Context: an optimization exercise on an open-source flow, tuned for small area and a short achievable clock period. The choices shown serve that exercise and are no tape-out recipe. In this exercise RTL edits were held to simulation tests only and were not proved equivalent to the original. Power and IR drop assume default switching activity.

==> build 68 <==
Design dmaSystemTop, start of the top module:
module dmaSystemTop #(
    parameter int imemWords = 64,
    parameter int memWords = 32
) (
    input wire logic clock,
    input wire logic reset,
    input wire logic progWrite,
    input wire logic [$clog2(imemWords)-1:0] progAddr,
    input wire logic [31:0] progData,
    input wire logic dmaRequest,
    input wire logic [64:0] dmaDescriptor,
    input wire logic diskLoad,
    input wire logic [$clog2(memWords*4)-1:0] diskLoadAddr,
    input wire logic [7:0] diskLoadByte,
    output logic [37:0] commit,
    output logic [41:0] byteStrobe,
    output logic busHeld,
    output logic dmaBusy,
    output logic dmaDone
);
    logic [4:0] rsIndex;
    logic [4:0] rtIndex;
    logic [31:0] rsValue;
    logic [31:0] rtValue;
    logic regWrite;
    logic [4:0] regWriteIndex;
    logic [31:0] regWriteValue;
    logic acceptRequest;
    logic holdRequest;
    logic busyNext;
    logic holdAck;
    logic moveStart;
    logic moveLast;
    logic countZero;
    logic active;
    logic toRam;
    logic [6:0] address;
    logic [4:0] readWord;
    logic [7:0] currentByte;
    logic [31:0] sourceWord;
    logic [31:0] ramWord;
    logic [31:0] diskWord;
    logic [31:0] ramSelect;
    logic [31:0] diskSelect;
    cpuPipeline i_cpuPipeline (
        .clock(clock),
        .reset(reset),
        .progWrite(progWrite),
        .progAddr(progAddr),
        .progData(progData),
        .holdRequest(holdRequest),
        .holdNext(busyNext),
        .rsValue(rsValue),
        .rtValue(rtValue),
        .holdAck(holdAck),
        .rsIndex(rsIndex),
        .rtIndex(rtIndex),
        .regWrite(regWrite),
        .regWriteIndex(regWriteIndex),
        .regWriteValue(regWriteValue),
        .commit(commit)
    );
    logic fill;
    always_ff @(posedge clock) begin
        fill <= reset;
    end
    registerFile i_registerFile (
        .clock(clock),
        .fill(fill),
        .rsIndex(rsIndex),
        .rtIndex(rtIndex),
  ...
clock: 10.0 ns
lec_check: 0
cap_margin: 20
core_margin: 2
core_utilization: 45
place_density: 0.6
slew_margin: 20
standard.sh (not shown) runs the stock make flow with config.mk's settings and CLKGATE_MAP_FILE= SYNTH_SCRIPT=/design/flow/synth_recipe.tcl, a recipe that flattens the netlist after the stock synthesis.
==> flow/flow/run.sh <==
#!/bin/bash
# The standard layout (standard.sh), with two changes to how it is made:
# timing repair aims 6.3 ns past the clock period's slack, and the clock
# tree uses larger sink clusters and no dummy loads.
set -o pipefail
export SETUP_SLACK_MARGIN=6.3
export CTS_ARGS="-sink_clustering_enable -repair_clock_nets -sink_clustering_size 24 -sink_clustering_max_diameter 80 -dont_use_dummy_load"
bash standard.sh > standard.log 2>&1
==> trial 51: changes against build 68 <==
--- a/flow/design.v
+++ b/flow/design.v
@@ -50,16 +50,20 @@
 `default_nettype wire
 `timescale 1ns/10ps
 `default_nettype none
 module registerFile (
     input wire logic clock,
     input wire logic fill,
     input wire logic [4:0] rsIndex,
     input wire logic [4:0] rtIndex,
+    input wire logic [3:0] rsHigh,
+    input wire logic [7:0] rsLow,
+    input wire logic [3:0] rtHigh,
+    input wire logic [7:0] rtLow,
     input wire logic regWrite,
     input wire logic [4:0] regWriteIndex,
     input wire logic [31:0] regWriteValue,
     output logic [31:0] rsValue,
     output logic [31:0] rtValue
 );
     logic [31:0] registers [32];
     logic [31:0] wordEnable;
@@ -79,18 +83,18 @@
                 end
             end
         end
     end
     always_comb begin
         rsValue = {27'd0, rsIndex & {5{fill}}};
         rtValue = {27'd0, rtIndex & {5{fill}}};
         for (int i = 0; i < 32; i++) begin
-            rsValue = rsValue | ({32{!fill && rsIndex == 5'(i)}} & registers[i]);
-            rtValue = rtValue | ({32{!fill && rtIndex == 5'(i)}} & registers[i]);
+            rsValue = rsValue | ({32{rsHigh[i / 8] && rsLow[i % 8]}} & registers[i]);
+            rtValue = rtValue | ({32{rtHigh[i / 8] && rtLow[i % 8]}} & registers[i]);
         end
     end
 endmodule
 `default_nettype wire
 `timescale 1ns/10ps
 `default_nettype none
 module wordMemory #(
     parameter bit descendingFill = 1'b0,
@@ -169,26 +173,32 @@
     input wire logic moveStart,
     input wire logic busy,
     input wire logic busyNext,
     input wire logic [64:0] dmaDescriptor,
     input wire logic diskLoad,
     input wire logic [6:0] diskLoadAddr,
     input wire logic [7:0] diskLoadByte,
     input wire logic [31:0] sourceWord,
-    output logic [4:0] readWord,
+    output logic [63:0] readSelect,
+    output logic pendingLoad,
+    output logic [6:0] pendingAddr,
+    output logic [7:0] pendingByte,
     output logic toRam,
     output logic active,
     output logic [6:0] address,
     output logic [7:0] currentByte,
     output logic [41:0] byteStrobe,
     output logic countZero,
     output logic moveLast
 );
     logic [31:0] remaining;
+    logic [4:0] readWord;
+    logic toRamNext;
+    logic [4:0] readWordNext;
     logic [4:0] raWord;
     logic [1:0] raLane;
     logic [4:0] raWordPlus;
     logic advance;
     logic crossing;
     logic [31:0] heldWord;
     logic [31:0] nextWord;
     logic [7:0] nextByte;
@@ -224,44 +234,63 @@
             raWordPlusNext = raWord + 5'd1;
         end else if (crossing) begin
             raWordPlusNext = raWordPlus + 5'd1;
         end else begin
             raWordPlusNext = raWordPlus;
         end
         advanceNext = activeNext || (busyNext && busy);
     end
+    assign toRamNext = acceptRequest ? dmaDescriptor[64] : toRam;
+    assign readWordNext = (advanceNext && raLaneNext == 2'd3) ? raWordPlusNext : raWordNext;
     always_ff @(posedge clock) begin
         active <= activeNext;
         raWord <= raWordNext;
         raLane <= raLaneNext;
         raWordPlus <= raWordPlusNext;
-        readWord <= (advanceNext && raLaneNext == 2'd3) ? raWordPlusNext : raWordNext;
+        readWord <= readWordNext;
+        readSelect <= 64'd1 << {toRamNext, readWordNext};
     end
     always_ff @(posedge clock) begin
+        toRam <= toRamNext;
         if (acceptRequest) begin
-            toRam <= dmaDescriptor[64];
             address <= dmaDescriptor[38:32];
             remaining <= dmaDescriptor[31:0];
         end else if (active) begin
             address <= {raWord, raLane};
             remaining <= remaining - 32'd1;
         end
     end
+    always_ff @(posedge clock) begin
+        pendingLoad <= diskLoad && !reset &&
+                       !(active && !toRam && address == diskLoadAddr);
+        pendingAddr <= diskLoadAddr;
+        pendingByte <= diskLoadByte;
+    end
     always_comb begin
         nextWord = sourceWord;
-        if (toRam && diskLoad && diskLoadAddr[6:2] == readWord) begin
-            nextWord[8*diskLoadAddr[1:0] +: 8] = diskLoadByte;
+        if (toRam && pendingLoad && pendingAddr[6:2] == readWord) begin
+            nextWord[8*pendingAddr[1:0] +: 8] = pendingByte;
         end
     end
     always_ff @(posedge clock) begin
         heldWord <= nextWord;
     end
+    logic pendingHere;
     assign loadHere = toRam && diskLoad && diskLoadAddr == {raWord, raLane};
-    assign nextByte = loadHere ? diskLoadByte : heldWord[8*raLane +: 8];
+    assign pendingHere = toRam && pendingLoad && pendingAddr == {raWord, raLane};
+    always_comb begin
+        if (loadHere) begin
+            nextByte = diskLoadByte;
+        end else if (pendingHere) begin
+            nextByte = pendingByte;
+        end else begin
+            nextByte = heldWord[8*raLane +: 8];
+        end
+    end
     always_ff @(posedge clock) begin
         if (reset) begin
             currentByte <= 8'd0;
         end else begin
             currentByte <= nextByte;
         end
     end
     logic activeOut;
@@ -339,16 +368,20 @@
     input wire logic [31:0] progData,
     input wire logic holdRequest,
     input wire logic holdNext,
     input wire logic [31:0] rsValue,
     input wire logic [31:0] rtValue,
     output logic holdAck,
     output logic [4:0] rsIndex,
     output logic [4:0] rtIndex,
+    output logic [3:0] rsHigh,
+    output logic [7:0] rsLow,
+    output logic [3:0] rtHigh,
+    output logic [7:0] rtLow,
     output logic regWrite,
     output logic [4:0] regWriteIndex,
     output logic [31:0] regWriteValue,
     output logic [37:0] commit
 );
     localparam int cw = dmaSystemPkg::codeWidth;
     logic [cw-1:0] programMemory [64];
     logic [cw-1:0] progCode;
@@ -379,47 +412,59 @@
         if (reset) begin
             holdAck <= 1'b0;
         end else begin
             holdAck <= holdRequest;
         end
     end
     logic [5:0] pcNext;
     logic [5:0] pcPlusNext;
+    logic [5:0] fetchAddressNext;
     logic [5:0] fetchAddress;
+    logic [63:0] fetchSelect;
     always_comb begin
         fetchRead = '0;
         for (int j = 0; j < 64; j++) begin
-            fetchRead = fetchRead | ({cw{fetchAddress == 6'(j)}} & programMemory[j]);
+            fetchRead = fetchRead | ({cw{fetchSelect[j]}} & programMemory[j]);
         end
         if (reset) begin
             pcNext = 6'd0;
             pcPlusNext = 6'd1;
         end else if (freeze) begin
             pcNext = pc;
             pcPlusNext = pcPlus;
         end else begin
             pcNext = pcPlus;
             pcPlusNext = pcPlus + 6'd1;
         end
     end
+    assign fetchAddressNext = holdNext ? pcNext : pcPlusNext;
     always_ff @(posedge clock) begin
         pc <= pcNext;
         pcPlus <= pcPlusNext;
-        fetchAddress <= holdNext ? pcNext : pcPlusNext;
+        fetchAddress <= fetchAddressNext;
+        fetchSelect <= 64'd1 << fetchAddressNext;
     end
-    always_ff @(posedge clock) begin
+    logic [cw-1:0] fetchWordNext;
+    always_comb begin
         if (reset) begin
-            fetchWord <= (progWrite && progAddr == 6'd0) ? progCode : programMemory[0];
+            fetchWordNext = (progWrite && progAddr == 6'd0) ? progCode : programMemory[0];
         end else if (progWrite && progAddr == fetchAddress) begin
-            fetchWord <= progCode;
+            fetchWordNext = progCode;
         end else begin
-            fetchWord <= fetchRead;
+            fetchWordNext = fetchRead;
         end
     end
+    always_ff @(posedge clock) begin
+        fetchWord <= fetchWordNext;
+        rsHigh <= reset ? 4'd0 : 4'd1 << fetchWordNext[14:13];
+        rsLow <= 8'd1 << fetchWordNext[12:10];
+        rtHigh <= reset ? 4'd0 : 4'd1 << fetchWordNext[9:8];
+        rtLow <= 8'd1 << fetchWordNext[7:5];
+    end
     assign rsIndex = fetchWord[14:10];
     assign rtIndex = fetchWord[9:5];
     always_ff @(posedge clock) begin
         if (reset) begin
             xWrites <= 1'b0;
         end else if (!freeze) begin
             xWrites <= !dmaSystemPkg::isNop(fetchWord);
         end
@@ -489,32 +534,39 @@
     output logic [37:0] commit,
     output logic [41:0] byteStrobe,
     output logic busHeld,
     output logic dmaBusy,
     output logic dmaDone
 );
     logic [4:0] rsIndex;
     logic [4:0] rtIndex;
+    logic [3:0] rsHigh;
+    logic [7:0] rsLow;
+    logic [3:0] rtHigh;
+    logic [7:0] rtLow;
     logic [31:0] rsValue;
     logic [31:0] rtValue;
     logic regWrite;
     logic [4:0] regWriteIndex;
     logic [31:0] regWriteValue;
     logic acceptRequest;
     logic holdRequest;
     logic busyNext;
     logic holdAck;
     logic moveStart;
     logic moveLast;
     logic countZero;
     logic active;
     logic toRam;
     logic [6:0] address;
-    logic [4:0] readWord;
+    logic [63:0] readSelect;
+    logic pendingLoad;
+    logic [6:0] pendingAddr;
+    logic [7:0] pendingByte;
     logic [7:0] currentByte;
     logic [31:0] sourceWord;
     logic [31:0] ramWord;
     logic [31:0] diskWord;
     logic [31:0] ramSelect;
     logic [31:0] diskSelect;
     cpuPipeline i_cpuPipeline (
         .clock(clock),
@@ -524,30 +576,38 @@
         .progData(progData),
         .holdRequest(holdRequest),
         .holdNext(busyNext),
         .rsValue(rsValue),
         .rtValue(rtValue),
         .holdAck(holdAck),
         .rsIndex(rsIndex),
         .rtIndex(rtIndex),
+        .rsHigh(rsHigh),
+        .rsLow(rsLow),
+        .rtHigh(rtHigh),
+        .rtLow(rtLow),
         .regWrite(regWrite),
         .regWriteIndex(regWriteIndex),
         .regWriteValue(regWriteValue),
         .commit(commit)
     );
     logic fill;
     always_ff @(posedge clock) begin
         fill <= reset;
     end
     registerFile i_registerFile (
         .clock(clock),
         .fill(fill),
         .rsIndex(rsIndex),
         .rtIndex(rtIndex),
+        .rsHigh(rsHigh),
+        .rsLow(rsLow),
+        .rtHigh(rtHigh),
+        .rtLow(rtLow),
         .regWrite(regWrite),
         .regWriteIndex(regWriteIndex),
         .regWriteValue(regWriteValue),
         .rsValue(rsValue),
         .rtValue(rtValue)
     );
     busController i_busController (
         .clock(clock),
@@ -572,29 +632,32 @@
         .moveStart(moveStart),
         .busy(holdRequest),
         .busyNext(busyNext),
         .dmaDescriptor(dmaDescriptor),
         .diskLoad(diskLoad),
         .diskLoadAddr(diskLoadAddr),
         .diskLoadByte(diskLoadByte),
         .sourceWord(sourceWord),
-        .readWord(readWord),
+        .readSelect(readSelect),
+        .pendingLoad(pendingLoad),
+        .pendingAddr(pendingAddr),
+        .pendingByte(pendingByte),
         .toRam(toRam),
         .active(active),
         .address(address),
         .currentByte(currentByte),
         .byteStrobe(byteStrobe),
         .countZero(countZero),
         .moveLast(moveLast)
     );
     always_comb begin
         for (int j = 0; j < 32; j++) begin
-            ramSelect[j] = !toRam && readWord == 5'(j);
-            diskSelect[j] = toRam && readWord == 5'(j);
+            ramSelect[j] = readSelect[j];
+            diskSelect[j] = readSelect[32 + j];
         end
     end
     assign sourceWord = ramWord | diskWord;
     wordMemory #(
         .descendingFill(1'b0),
         .hasLoad(1'b0)
     ) ramMemory (
         .clock(clock),
@@ -612,16 +675,16 @@
         .descendingFill(1'b1),
         .hasLoad(1'b1)
     ) diskMemory (
         .clock(clock),
         .fill(fill),
         .byteAddress(address),
         .byteWrite(active && !toRam),
         .writeByte(currentByte),
-        .loadWrite(diskLoad && !reset),
-        .loadAddress(diskLoadAddr),
-        .loadByte(diskLoadByte),
+        .loadWrite(pendingLoad),
+        .loadAddress(pendingAddr),
+        .loadByte(pendingByte),
         .readSelect(diskSelect),
         .readWord(diskWord)
     );
 endmodule
 `default_nettype wire
==> flow/flow/run.sh (replaced) <==
#!/bin/bash
# The standard layout (standard.sh), with two changes to how it is made:
# timing repair aims 6.8 ns past the clock period's slack, and the clock
# tree uses larger sink clusters and no dummy loads.
set -o pipefail
export SETUP_SLACK_MARGIN=6.8
export CTS_ARGS="-sink_clustering_enable -repair_clock_nets -sink_clustering_size 24 -sink_clustering_max_diameter 80 -dont_use_dummy_load"
bash standard.sh > standard.log 2>&1
==> build 14: changes against build 68 <==
--- a/flow/design.v
+++ b/flow/design.v
@@ -120,39 +120,26 @@
             takeMove[k] = moveHit[k] || !loadHit[k];
         end
     end
     function automatic logic fillBit(input int k, input int b);
         int v;
         v = (k % 4 != 0) ? 0 : (descendingFill ? 31 - k / 4 : k / 4);
         fillBit = ((v >> b) & 1) == 1;
     endfunction
-    logic [127:0] takeLoad;
-    logic [127:0] keep;
-    always_comb begin
-        for (int k = 0; k < 128; k++) begin
-            takeLoad[k] = loadHit[k] && !moveHit[k];
-            keep[k] = !(fill || moveHit[k] || loadHit[k]);
-        end
-    end
     always_ff @(posedge clock) begin
         for (int k = 0; k < 128; k++) begin
-            if (!hasLoad) begin
-                if (fill || moveHit[k]) begin
-                    for (int b = 0; b < 8; b++) begin
+            if (fill || moveHit[k] || loadHit[k]) begin
+                for (int b = 0; b < 8; b++) begin
+                    if (takeMove[k]) begin
                         storage[k][b] <= fillBit(k, b) ? oneFill[b] : writeByte[b];
+                    end else begin
+                        storage[k][b] <= loadByte[b];
                     end
                 end
-            end else begin
-                for (int b = 0; b < 8; b++) begin
-                    storage[k][b] <= (takeMove[k] && !keep[k] &&
-                                      (fillBit(k, b) ? oneFill[b] : writeByte[b])) ||
-                                     (takeLoad[k] && loadByte[b]) ||
-                                     (keep[k] && storage[k][b]);
-                end
             end
         end
     end
     always_comb begin
         readWord = '0;
         for (int j = 0; j < 32; j++) begin
             readWord = readWord | ({32{readSelect[j]}} &
                        {storage[4*j+3], storage[4*j+2], storage[4*j+1], storage[4*j]});
@@ -162,18 +149,16 @@
 `default_nettype wire
 `timescale 1ns/10ps
 `default_nettype none
 module byteMover (
     input wire logic clock,
     input wire logic reset,
     input wire logic acceptRequest,
     input wire logic moveStart,
-    input wire logic busy,
-    input wire logic busyNext,
     input wire logic [64:0] dmaDescriptor,
     input wire logic diskLoad,
     input wire logic [6:0] diskLoadAddr,
     input wire logic [7:0] diskLoadByte,
     input wire logic [31:0] sourceWord,
     output logic [4:0] readWord,
     output logic toRam,
     output logic active,
@@ -190,65 +175,49 @@
     logic advance;
     logic crossing;
     logic [31:0] heldWord;
     logic [31:0] nextWord;
     logic [7:0] nextByte;
     logic loadHere;
     assign advance = moveStart || active;
     assign crossing = advance && raLane == 2'd3;
-    logic activeNext;
-    logic [4:0] raWordNext;
-    logic [1:0] raLaneNext;
-    logic [4:0] raWordPlusNext;
-    logic advanceNext;
-    always_comb begin
+    assign readWord = crossing ? raWordPlus : raWord;
+    always_ff @(posedge clock) begin
         if (reset) begin
-            activeNext = 1'b0;
+            active <= 1'b0;
         end else if (moveStart) begin
-            activeNext = !countZero;
+            active <= !countZero;
         end else if (moveLast) begin
-            activeNext = 1'b0;
-        end else begin
-            activeNext = active;
+            active <= 1'b0;
         end
-        if (acceptRequest) begin
-            raWordNext = dmaDescriptor[38:34];
-            raLaneNext = dmaDescriptor[33:32];
-        end else if (advance) begin
-            raWordNext = crossing ? raWordPlus : raWord;
-            raLaneNext = raLane + 2'd1;
-        end else begin
-            raWordNext = raWord;
-            raLaneNext = raLane;
-        end
-        if (!advance) begin
-            raWordPlusNext = raWord + 5'd1;
-        end else if (crossing) begin
-            raWordPlusNext = raWordPlus + 5'd1;
-        end else begin
-            raWordPlusNext = raWordPlus;
-        end
-        advanceNext = activeNext || (busyNext && busy);
-    end
-    always_ff @(posedge clock) begin
-        active <= activeNext;
-        raWord <= raWordNext;
-        raLane <= raLaneNext;
-        raWordPlus <= raWordPlusNext;
-        readWord <= (advanceNext && raLaneNext == 2'd3) ? raWordPlusNext : raWordNext;
     end
     always_ff @(posedge clock) begin
         if (acceptRequest) begin
             toRam <= dmaDescriptor[64];
             address <= dmaDescriptor[38:32];
+            raWord <= dmaDescriptor[38:34];
+            raLane <= dmaDescriptor[33:32];
             remaining <= dmaDescriptor[31:0];
-        end else if (active) begin
-            address <= {raWord, raLane};
-            remaining <= remaining - 32'd1;
+        end else begin
+            if (advance) begin
+                raLane <= raLane + 2'd1;
+                if (raLane == 2'd3) begin
+                    raWord <= raWordPlus;
+                end
+            end
+            if (active) begin
+                address <= {raWord, raLane};
+                remaining <= remaining - 32'd1;
+            end
+        end
+        if (!advance) begin
+            raWordPlus <= raWord + 5'd1;
+        end else if (raLane == 2'd3) begin
+            raWordPlus <= raWordPlus + 5'd1;
         end
     end
     always_comb begin
         nextWord = sourceWord;
         if (toRam && diskLoad && diskLoadAddr[6:2] == readWord) begin
             nextWord[8*diskLoadAddr[1:0] +: 8] = diskLoadByte;
         end
     end
@@ -270,18 +239,22 @@
     logic [7:0] byteOut;
     always_ff @(posedge clock) begin
         if (reset) begin
             activeOut <= 1'b0;
         end else begin
             activeOut <= (moveStart && !countZero) ||
                          (activeOut && remaining != 32'd1);
         end
-        toRamOut <= toRam;
-        addressOut <= {raWord, raLane};
+        if (moveStart) begin
+            toRamOut <= toRam;
+            addressOut <= address;
+        end else if (active) begin
+            addressOut <= {raWord, raLane};
+        end
         byteOut <= nextByte;
     end
     assign byteStrobe = {activeOut, toRamOut, 25'd0, addressOut, byteOut};
     assign countZero = (remaining == 32'd0);
     assign moveLast = active && (remaining == 32'd1);
 endmodule
 `default_nettype wire
 `timescale 1ns/10ps
@@ -292,33 +265,31 @@
     input wire logic dmaRequest,
     input wire logic holdAck,
     input wire logic moving,
     input wire logic countZero,
     input wire logic moveLast,
     output logic acceptRequest,
     output logic moveStart,
     output logic dmaBusy,
-    output logic busyNext,
     output logic dmaDone,
     output logic dmaBusyOut,
     output logic busHeldOut
 );
     logic requesting;
     assign requesting = dmaBusy && !moving;
     assign moveStart = requesting && holdAck;
     assign acceptRequest = dmaRequest && !dmaBusy;
-    assign busyNext = !reset && (acceptRequest ||
-                      (dmaBusy && !moveLast && !(moveStart && countZero)));
     always_ff @(posedge clock) begin
         if (reset) begin
             dmaBusy <= 1'b0;
             dmaDone <= 1'b0;
         end else begin
-            dmaBusy <= busyNext;
+            dmaBusy <= acceptRequest ||
+                       (dmaBusy && !moveLast && !(moveStart && countZero));
             dmaDone <= moveLast || (moveStart && countZero);
         end
     end
     always_ff @(posedge clock) begin
         if (reset) begin
             dmaBusyOut <= 1'b0;
             busHeldOut <= 1'b0;
         end else begin
@@ -333,17 +304,16 @@
 `default_nettype none
 module cpuPipeline (
     input wire logic clock,
     input wire logic reset,
     input wire logic progWrite,
     input wire logic [5:0] progAddr,
     input wire logic [31:0] progData,
     input wire logic holdRequest,
-    input wire logic holdNext,
     input wire logic [31:0] rsValue,
     input wire logic [31:0] rtValue,
     output logic holdAck,
     output logic [4:0] rsIndex,
     output logic [4:0] rtIndex,
     output logic regWrite,
     output logic [4:0] regWriteIndex,
     output logic [31:0] regWriteValue,
@@ -377,44 +347,39 @@
     end
     always_ff @(posedge clock) begin
         if (reset) begin
             holdAck <= 1'b0;
         end else begin
             holdAck <= holdRequest;
         end
     end
-    logic [5:0] pcNext;
-    logic [5:0] pcPlusNext;
-    logic [5:0] fetchAddress;
     always_comb begin
         fetchRead = '0;
         for (int j = 0; j < 64; j++) begin
-            fetchRead = fetchRead | ({cw{fetchAddress == 6'(j)}} & programMemory[j]);
-        end
-        if (reset) begin
-            pcNext = 6'd0;
-            pcPlusNext = 6'd1;
-        end else if (freeze) begin
-            pcNext = pc;
-            pcPlusNext = pcPlus;
-        end else begin
-            pcNext = pcPlus;
-            pcPlusNext = pcPlus + 6'd1;
+            fetchRead = fetchRead | ({cw{pcPlus == 6'(j)}} & programMemory[j]);
         end
     end
     always_ff @(posedge clock) begin
-        pc <= pcNext;
-        pcPlus <= pcPlusNext;
-        fetchAddress <= holdNext ? pcNext : pcPlusNext;
+        if (reset) begin
+            pc <= 6'd0;
+            pcPlus <= 6'd1;
+        end else if (!freeze) begin
+            pc <= pcPlus;
+            pcPlus <= pcPlus + 6'd1;
+        end
     end
     always_ff @(posedge clock) begin
         if (reset) begin
             fetchWord <= (progWrite && progAddr == 6'd0) ? progCode : programMemory[0];
-        end else if (progWrite && progAddr == fetchAddress) begin
+        end else if (freeze) begin
+            if (progWrite && progAddr == pc) begin
+                fetchWord <= progCode;
+            end
+        end else if (progWrite && progAddr == pcPlus) begin
             fetchWord <= progCode;
         end else begin
             fetchWord <= fetchRead;
         end
     end
     assign rsIndex = fetchWord[14:10];
     assign rtIndex = fetchWord[9:5];
     always_ff @(posedge clock) begin
@@ -496,17 +461,16 @@
     logic [4:0] rtIndex;
     logic [31:0] rsValue;
     logic [31:0] rtValue;
     logic regWrite;
     logic [4:0] regWriteIndex;
     logic [31:0] regWriteValue;
     logic acceptRequest;
     logic holdRequest;
-    logic busyNext;
     logic holdAck;
     logic moveStart;
     logic moveLast;
     logic countZero;
     logic active;
     logic toRam;
     logic [6:0] address;
     logic [4:0] readWord;
@@ -518,17 +482,16 @@
     logic [31:0] diskSelect;
     cpuPipeline i_cpuPipeline (
         .clock(clock),
         .reset(reset),
         .progWrite(progWrite),
         .progAddr(progAddr),
         .progData(progData),
         .holdRequest(holdRequest),
-        .holdNext(busyNext),
         .rsValue(rsValue),
         .rtValue(rtValue),
         .holdAck(holdAck),
         .rsIndex(rsIndex),
         .rtIndex(rtIndex),
         .regWrite(regWrite),
         .regWriteIndex(regWriteIndex),
         .regWriteValue(regWriteValue),
@@ -555,28 +518,25 @@
         .dmaRequest(dmaRequest),
         .holdAck(holdAck),
         .moving(active),
         .countZero(countZero),
         .moveLast(moveLast),
         .acceptRequest(acceptRequest),
         .moveStart(moveStart),
         .dmaBusy(holdRequest),
-        .busyNext(busyNext),
         .dmaDone(dmaDone),
         .dmaBusyOut(dmaBusy),
         .busHeldOut(busHeld)
     );
     byteMover i_byteMover (
         .clock(clock),
         .reset(reset),
         .acceptRequest(acceptRequest),
         .moveStart(moveStart),
-        .busy(holdRequest),
-        .busyNext(busyNext),
         .dmaDescriptor(dmaDescriptor),
         .diskLoad(diskLoad),
         .diskLoadAddr(diskLoadAddr),
         .diskLoadByte(diskLoadByte),
         .sourceWord(sourceWord),
         .readWord(readWord),
         .toRam(toRam),
         .active(active),
==> flow/flow/run.sh (replaced) <==
#!/bin/bash
# Standard layout, with timing repair aiming past the clock period.
set -o pipefail
export SETUP_SLACK_MARGIN=${SETUP_SLACK_MARGIN_OVERRIDE:-6.5}
cp standard.sh standard_copy.sh.txt 2>/dev/null
bash standard.sh > standard.log 2>&1
- ABC_CLOCK_PERIOD_IN_PS: unset -> 3000
==> comparison table <==
Status: trial 51 complete, no violations; build 68 complete, no violations; build 14 complete, no violations
Worst Tran Pin Value: trial 51 1.33 ns; build 68 1.31 ns; build 14 1.27 ns
Multiplexer area fraction after synthesis: trial 51 0.290%; build 68 0.467%; build 14 5.80%
GR Layer Usage met1: trial 51 50.5%; build 68 50.4%; build 14 51.4%
Yosys top cell area share: trial 51 53.0%; build 68 54.2%; build 14 69.3%
Destination of the worst register-to-register timing path: trial 51 i_byteMover.heldWord[13]; build 68 i_byteMover.heldWord[23]; build 14 i_byteMover.heldWord[15]
Sequential element share of the synthesized area: trial 51 68.3%; build 68 67.9%; build 14 71.0%
Internal power: trial 51 31.3 mW; build 68 30.2 mW; build 14 37.9 mW
Mapped Cells: trial 51 13500; build 68 13400; build 14 12300
Post-route worst setup slack: trial 51 6.33 ns; build 68 6.07 ns; build 14 6.01 ns
Wire length of the first global-routing pass: trial 51 1180000 um; build 68 1150000 um; build 14 1200000 um
Timing startpoint of the critical path: trial 51 i_byteMover.byteOut[5]; build 68 i_byteMover.readWord[1]; build 14 i_byteMover.raLane[1]
Vias after detailed routing: trial 51 148000; build 68 146000; build 14 146000
Proportion of final cell area spent on non-clock buffers: trial 51 3.37%; build 68 3.10%; build 14 6.52%
Clock Power: trial 51 10.2 mW; build 68 9.93 mW; build 14 17.2 mW
Multi-input logic portion of the cell area: trial 51 26.3%; build 68 27.0%; build 14 26.6%
Fraction of the cycle the final worst path needs: trial 51 36.7%; build 68 39.3%; build 14 39.9%
Final wirelength: trial 51 897000 um; build 68 874000 um; build 14 931000 um
Seq cells post-synth: trial 51 4632; build 68 4464; build 14 4453
Count of buffers not belonging to the clock network in the layout: trial 51 691; build 68 694; build 14 1317
Estimated wirelength of the detail-placed design: trial 51 504000 um; build 68 506000 um; build 14 519000 um
Average routed wire per standard cell: trial 51 47.9 um; build 68 47.2 um; build 14 49.0 um
Initial detailed-routing violation count: trial 51 39600; build 68 37600; build 14 31200

port drivers added, routing unchanged:
Ports are ideal in the flow. The routed layouts listed here were re-timed in OpenROAD. Step 1 assumes that a clkbuf_16 drives the clock port and a buf_2 every other input. Step 2 moves the port delays by t, midway between the first and last clock arrival at a register: inputs arrive t later, outputs are due t later. That takes back most of the time a late clock gives input paths. Slacks: no drivers / after step 1 / after step 2; pairs: no drivers / after step 1.
run | t, ns | setup WS [ns] | worst hold slack (ns) | worst setup path after step 2 | worst data-port slew with drivers (ns)
build 68 | 1.137 | 6.068 / 6.068 / 4.977 | 0.394 / 0.394 / 0.394 | input to register | 0.23
trial 51 | 1.116 | 6.334 / 6.224 / 5.750 | 0.399 / 0.399 / 0.399 | input to register | 0.36
build 14 | 1.183 | 6.015 / 6.015 / 5.115 | 0.419 / 0.419 / 0.419 | input to register | 0.35
After both steps setup and hold are still met in every run listed. The setup slack of build 68, which loses most, moves by 0.000 ns with the drivers and by -1.091 ns with both steps.
